This design comes from an exercise in tuning for small area on the open sky130 flow, not from production work.
Only simulation tests tie the RTL to the original design; equivalence was not proved.
Power and IR drop assume default switching activity.

== oak ==
Design freecell_top, start of the top module:
module freecell_top (
    input  logic       clock,
    input  logic       arst_n,
    input  logic       cfg_write,
    input  logic [2:0] cfg_cells,
    input  logic       cfg_empty_any,
    input  logic       deal_valid,
    input  logic [2:0] deal_col,
    input  logic [5:0] deal_card,
    input  logic       move_valid,
    input  logic [3:0] move_src,
    input  logic [3:0] move_dst,
    input  logic [3:0] view_loc,
    output logic       move_done,
    output logic       move_ok,
    output logic       win,
    output logic [5:0] view_card,
    output logic [15:0] accepted_count,
    output logic [15:0] rejected_count
);
Size in the first run: ~2600 cells after synthesis, about 1100 flip-flops, ~71 I/O pins, roughly 32000 um2 of cells after synthesis.
==> flow/config.mk <==
export PLATFORM = sky130hd
export DESIGN_NAME = freecell_top
export DESIGN_NICKNAME = freecell_top
export VERILOG_FILES = /design/flow/design.v
export SDC_FILE = /design/flow/constraint.sdc
export NUM_CORES = 4
export LEC_CHECK = 0
export ABC_AREA = 1
export CAP_MARGIN = 20
export CORE_MARGIN = 2
export CORE_UTILIZATION = 40
export SLEW_MARGIN = 20
==> flow/constraint.sdc <==
create_clock -name core_clock -period 10.0 [get_ports {clock}]
set_input_delay 2.0000 -clock core_clock [delete_from_list [all_inputs] [get_ports {clock}]]
set_output_delay 2.0000 -clock core_clock [all_outputs]
set_load 0.01 [all_outputs]
standard.sh (not shown) runs the stock make flow with config.mk's settings and CLKGATE_MAP_FILE= SYNTH_SCRIPT=/design/flow/synth_recipe.tcl, a recipe that flattens the netlist after the stock synthesis.
==> flow/flow/run.sh <==
#!/bin/bash
# The standard layout flow (standard.sh) with three changes:
#  - synthesis: the standard script (synth_recipe.tcl) unchanged except that
#    ABC maps with an area-oriented script (flow/area.abc); registers and
#    their names are the standard synthesis's
#  - clock tree: larger sink clusters with clkbuf_8 and no dummy loads
#  - port buffers: the smallest buffer cell instead of the default
# ORFS writes each step's full log under orfs/logs; the output of the make
# run and of this script goes to flow.log.
set -euo pipefail
W=$PWD
sed "s#SYNTH_SCRIPT=[^ ]*#SYNTH_SCRIPT=$W/flow/area_synth.tcl#" standard.sh > area_standard.sh
grep -q "SYNTH_SCRIPT=$W/flow/area_synth.tcl" area_standard.sh
export MY_ABC_SCRIPT=$W/flow/area.abc
export CTS_ARGS="-sink_clustering_enable -repair_clock_nets -dont_use_dummy_load -buf_list sky130_fd_sc_hd__clkbuf_8 -sink_clustering_size 16 -sink_clustering_max_diameter 50"
export BUFFER_PORTS_ARGS="-buffer_cell sky130_fd_sc_hd__buf_1"
bash area_standard.sh > flow.log 2>&1
==> flow/flow/area.abc <==
strash
dc2
&get -n
&st
&dch -f
&nf -R 1000
&put
topo
dnsize -c
==> flow/flow/area_synth.tcl <==
proc synth {args} { yosys synth -nofsm -noshare {*}$args }
proc abc {args} {
  set i [lsearch -exact $args -script]
  if { $i >= 0 && [info exists ::env(MY_ABC_SCRIPT)] } { lset args [expr {$i + 1}] $::env(MY_ABC_SCRIPT) }
  yosys abc {*}$args
}
source $::env(SCRIPTS_DIR)/synth.tcl
# left out here: clear keep_hierarchy, flatten, clean up, hide names made inside functions, write 1_2_yosys.v
Setup changes, oak to pine
# oak
export LEC_CHECK = 0
export ABC_AREA = 1
export CAP_MARGIN = 20
export CORE_MARGIN = 2
export CORE_UTILIZATION = 40
export SLEW_MARGIN = 20
create_clock -name core_clock -period 10.0 [get_ports {clock}]
# pine
export LEC_CHECK = 0
export ABC_AREA = 1
export CAP_MARGIN = 20
export CORE_MARGIN = 2
export CORE_UTILIZATION = 40
export CTS_BUF_LIST = sky130_fd_sc_hd__clkbuf_4
export SLEW_MARGIN = 20
create_clock -name core_clock -period 10.0 [get_ports {clock}]
==> flow/run.sh (new file) <==
#!/bin/bash
# synth_recipe.tcl (not shown) runs the flow's synth.tcl, then flattens the netlist and writes it again
# the make line also repeats each setting of config.mk as NAME=value (left out here)
make -C /OpenROAD-flow-scripts/flow DESIGN_CONFIG=/design/flow/config.mk WORK_HOME=/design/flow/orfs CLKGATE_MAP_FILE= SYNTH_SCRIPT=/design/flow/synth_recipe.tcl finish
removed: flow/flow/run.sh
removed: flow/flow/area.abc
removed: flow/flow/area_synth.tcl
removed: flow/standard.sh
[summary]
- All of oak and pine finish clean.
- Diff oak and pine: via count lower in oak
- Measured against each other, oak and pine differ in power share of the combinational group, the lower figure coming from oak.
- pine — arrival time of the worst setup path 0.25 ns lower, oak as reference
- Proportion of final cell area spent on non-clock buffers: oak and pine compared, lower one is oak
- Diff oak -> pine | initial antenna violation count | increase of 1
- Compared with oak, in pine worst setup slack shows an increase of 0.42 ns, clock skew down 0.0034 ns.


freecell_top, a different RTL version from the one above (not shown whole).
For scale: ~2500 cells after synthesis, ~1100 flip-flops, ~71 I/O pins, about 32000 um2 of cells after synthesis.
export LEC_CHECK = 0
export ABC_AREA = 1
export CAP_MARGIN = 5
export CORE_MARGIN = 2
export CORE_UTILIZATION = 70
export GPL_TIMING_DRIVEN = 0
export PLACE_DENSITY = 0.8
export SLEW_MARGIN = 5
create_clock -name core_clock -period 10.0 [get_ports {clock}]
==> flow/flow/run.sh <==
#!/bin/bash
# The standard layout flow (standard.sh) with three changes:
#  - synthesis: the standard script (synth_recipe.tcl) unchanged except that
#    ABC maps with an area-oriented script (flow/area.abc); registers and
#    their names are the standard synthesis's
#  - clock tree: larger sink clusters with clkbuf_8 and no dummy loads
#  - port buffers: the smallest buffer cell instead of the default
# ORFS writes each step's full log under orfs/logs; the output of the make
# run and of this script goes to flow.log.
set -euo pipefail
W=$PWD
sed "s#SYNTH_SCRIPT=[^ ]*#SYNTH_SCRIPT=$W/flow/area_synth.tcl#" standard.sh > area_standard.sh
grep -q "SYNTH_SCRIPT=$W/flow/area_synth.tcl" area_standard.sh
export MY_ABC_SCRIPT=$W/flow/area.abc
export CTS_ARGS="-sink_clustering_enable -repair_clock_nets -dont_use_dummy_load -buf_list sky130_fd_sc_hd__clkbuf_8 -sink_clustering_size 16 -sink_clustering_max_diameter 50"
export BUFFER_PORTS_ARGS="-buffer_cell sky130_fd_sc_hd__buf_1"
bash area_standard.sh > flow.log 2>&1
==> flow/flow/area.abc <==
strash
dc2
&get -n
&st
&dch -f
&nf -R 1000
&put
topo
dnsize -c
==> flow/flow/area_synth.tcl <==
proc synth {args} { yosys synth -nofsm -noshare {*}$args }
proc abc {args} {
  set i [lsearch -exact $args -script]
  if { $i >= 0 && [info exists ::env(MY_ABC_SCRIPT)] } { lset args [expr {$i + 1}] $::env(MY_ABC_SCRIPT) }
  yosys abc {*}$args
}
source $::env(SCRIPTS_DIR)/synth.tcl
# left out here: clear keep_hierarchy, flatten, clean up, hide names made inside functions, write 1_2_yosys.v
Change:
Settings changed: SETUP_SLACK_MARGIN set to 0.3.
Outcome:
- The new run ran to the end with no violations
- fmax climbs by about 4.5%
- total power stays flat
- non-clock buffer count is higher by 5
- setup slack gains 410 ps
- register-to-register slack improved by 440 ps
- sequential power barely changes
- via count falls by 1.3%
- routed wire length drops by 0.92%
- hold slack is worse by 29 ps
Change:
--- a/flow/flow/run.sh
+++ b/flow/flow/run.sh
@@ -13,5 +13,5 @@
 grep -q "SYNTH_SCRIPT=$W/flow/area_synth.tcl" area_standard.sh
 export MY_ABC_SCRIPT=$W/flow/area.abc
-export CTS_ARGS="-sink_clustering_enable -repair_clock_nets -dont_use_dummy_load -buf_list sky130_fd_sc_hd__clkbuf_8 -sink_clustering_size 16 -sink_clustering_max_diameter 50"
+export CTS_ARGS="-sink_clustering_enable -repair_clock_nets -dont_use_dummy_load -buf_list sky130_fd_sc_hd__clkbuf_8 -sink_clustering_size 14 -sink_clustering_max_diameter 45"
 export BUFFER_PORTS_ARGS="-buffer_cell sky130_fd_sc_hd__buf_1"
 bash area_standard.sh > flow.log 2>&1
Wire length grows by 0.82%.
Final area grows by about 0.6%.
Global-route usage grows by 0.51 points.
Change:
--- a/flow/flow/run.sh
+++ b/flow/flow/run.sh
@@ -13,5 +13,5 @@
 grep -q "SYNTH_SCRIPT=$W/flow/area_synth.tcl" area_standard.sh
 export MY_ABC_SCRIPT=$W/flow/area.abc
-export CTS_ARGS="-sink_clustering_enable -repair_clock_nets -dont_use_dummy_load -buf_list sky130_fd_sc_hd__clkbuf_8 -sink_clustering_size 14 -sink_clustering_max_diameter 45"
+export CTS_ARGS="-sink_clustering_enable -repair_clock_nets -dont_use_dummy_load -buf_list sky130_fd_sc_hd__clkbuf_8 -sink_clustering_size 20 -sink_clustering_max_diameter 40"
 export BUFFER_PORTS_ARGS="-buffer_cell sky130_fd_sc_hd__buf_1"
 bash area_standard.sh > flow.log 2>&1
The changed run completed with no timing, DRC or antenna violations. Critical path depth is unchanged. Setup slack gets better by 97 ps. Sequential power barely changes. Cell count barely changes. Via count climbs slightly.
Change:
--- a/flow/flow/run.sh
+++ b/flow/flow/run.sh
@@ -13,5 +13,5 @@
 grep -q "SYNTH_SCRIPT=$W/flow/area_synth.tcl" area_standard.sh
 export MY_ABC_SCRIPT=$W/flow/area.abc
-export CTS_ARGS="-sink_clustering_enable -repair_clock_nets -dont_use_dummy_load -buf_list sky130_fd_sc_hd__clkbuf_8 -sink_clustering_size 20 -sink_clustering_max_diameter 40"
+export CTS_ARGS="-sink_clustering_enable -repair_clock_nets -dont_use_dummy_load -buf_list sky130_fd_sc_hd__clkbuf_8 -sink_clustering_size 16 -sink_clustering_max_diameter 50"
 export BUFFER_PORTS_ARGS="-buffer_cell sky130_fd_sc_hd__buf_1"
 bash area_standard.sh > flow.log 2>&1
Settings changed: CAP_MARGIN 5 to 20, SETUP_SLACK_MARGIN 0.3 to not set, SLEW_MARGIN 5 to 20.
Effect: The new run completed with no timing, DRC or antenna violations. Core utilization is lower by 0.50 points. Cell count shrinks by 0.58%. Cell area went down by 0.64%. Critical path depth grows by 4. Sequential power stays flat. Wire length fell by 0.85%. Clock-buffer cell count decreases by 20. Register-to-register slack degrades by 320 ps. Die area does not change. Clock power shrinks by 9.4%.

what the ideal ports hide:
The flow's constraints put no driver on any port. The routed layouts listed below were extracted and timed again, unchanged, in two steps.
Step 1: set_driving_cell puts a clkbuf_16 on clock and a buf_2 on each other input, an assumption about the parent block.
Step 2, shift: input delay + t, output delay - t, t = (earliest + latest rising clock arrival at the registers) / 2. This alone moves slack from input paths to output paths.
Slacks: ideal ports / drivers / drivers and shift; pairs: ideal ports / drivers.
run | t, ns | setup WS [ns] | hold WS [ns] | slew at the worst register clock pin (ns) | cell pins on the clock port's net
oak | 0.750 | 1.835 / 1.880 / 1.130 | 0.265 / 0.265 / 0.265 | 0.10 / 0.10 | 1
pine | 1.158 | 2.257 / 2.297 / 1.139 | 0.278 / 0.278 / 0.278 | 0.08 / 0.08 | 1
the first run of note 2 | 0.715 | 0.449 / 0.476 / -0.239 | 0.307 / 0.307 / 0.307 | 0.10 / 0.10 | 1
the second run of note 2 | 0.714 | 0.858 / 0.896 / 0.182 | 0.278 / 0.278 / 0.278 | 0.11 / 0.11 | 1
the third run of note 2 | 0.723 | 0.801 / 0.833 / 0.110 | 0.299 / 0.299 / 0.299 | 0.09 / 0.09 | 1
the fourth run of note 2 | 0.737 | 0.898 / 0.930 / 0.193 | 0.257 / 0.257 / 0.257 | 0.11 / 0.11 | 1
the fifth run of note 2 | 0.708 | 0.710 / 0.739 / 0.031 | 0.305 / 0.305 / 0.305 | 0.10 / 0.10 | 1
With both steps, setup timing fails in the first run of note 2, where it was met with ideal ports. For pine, which loses most, drivers alone change the setup slack by +0.040 ns; drivers and shift together by -1.118 ns.
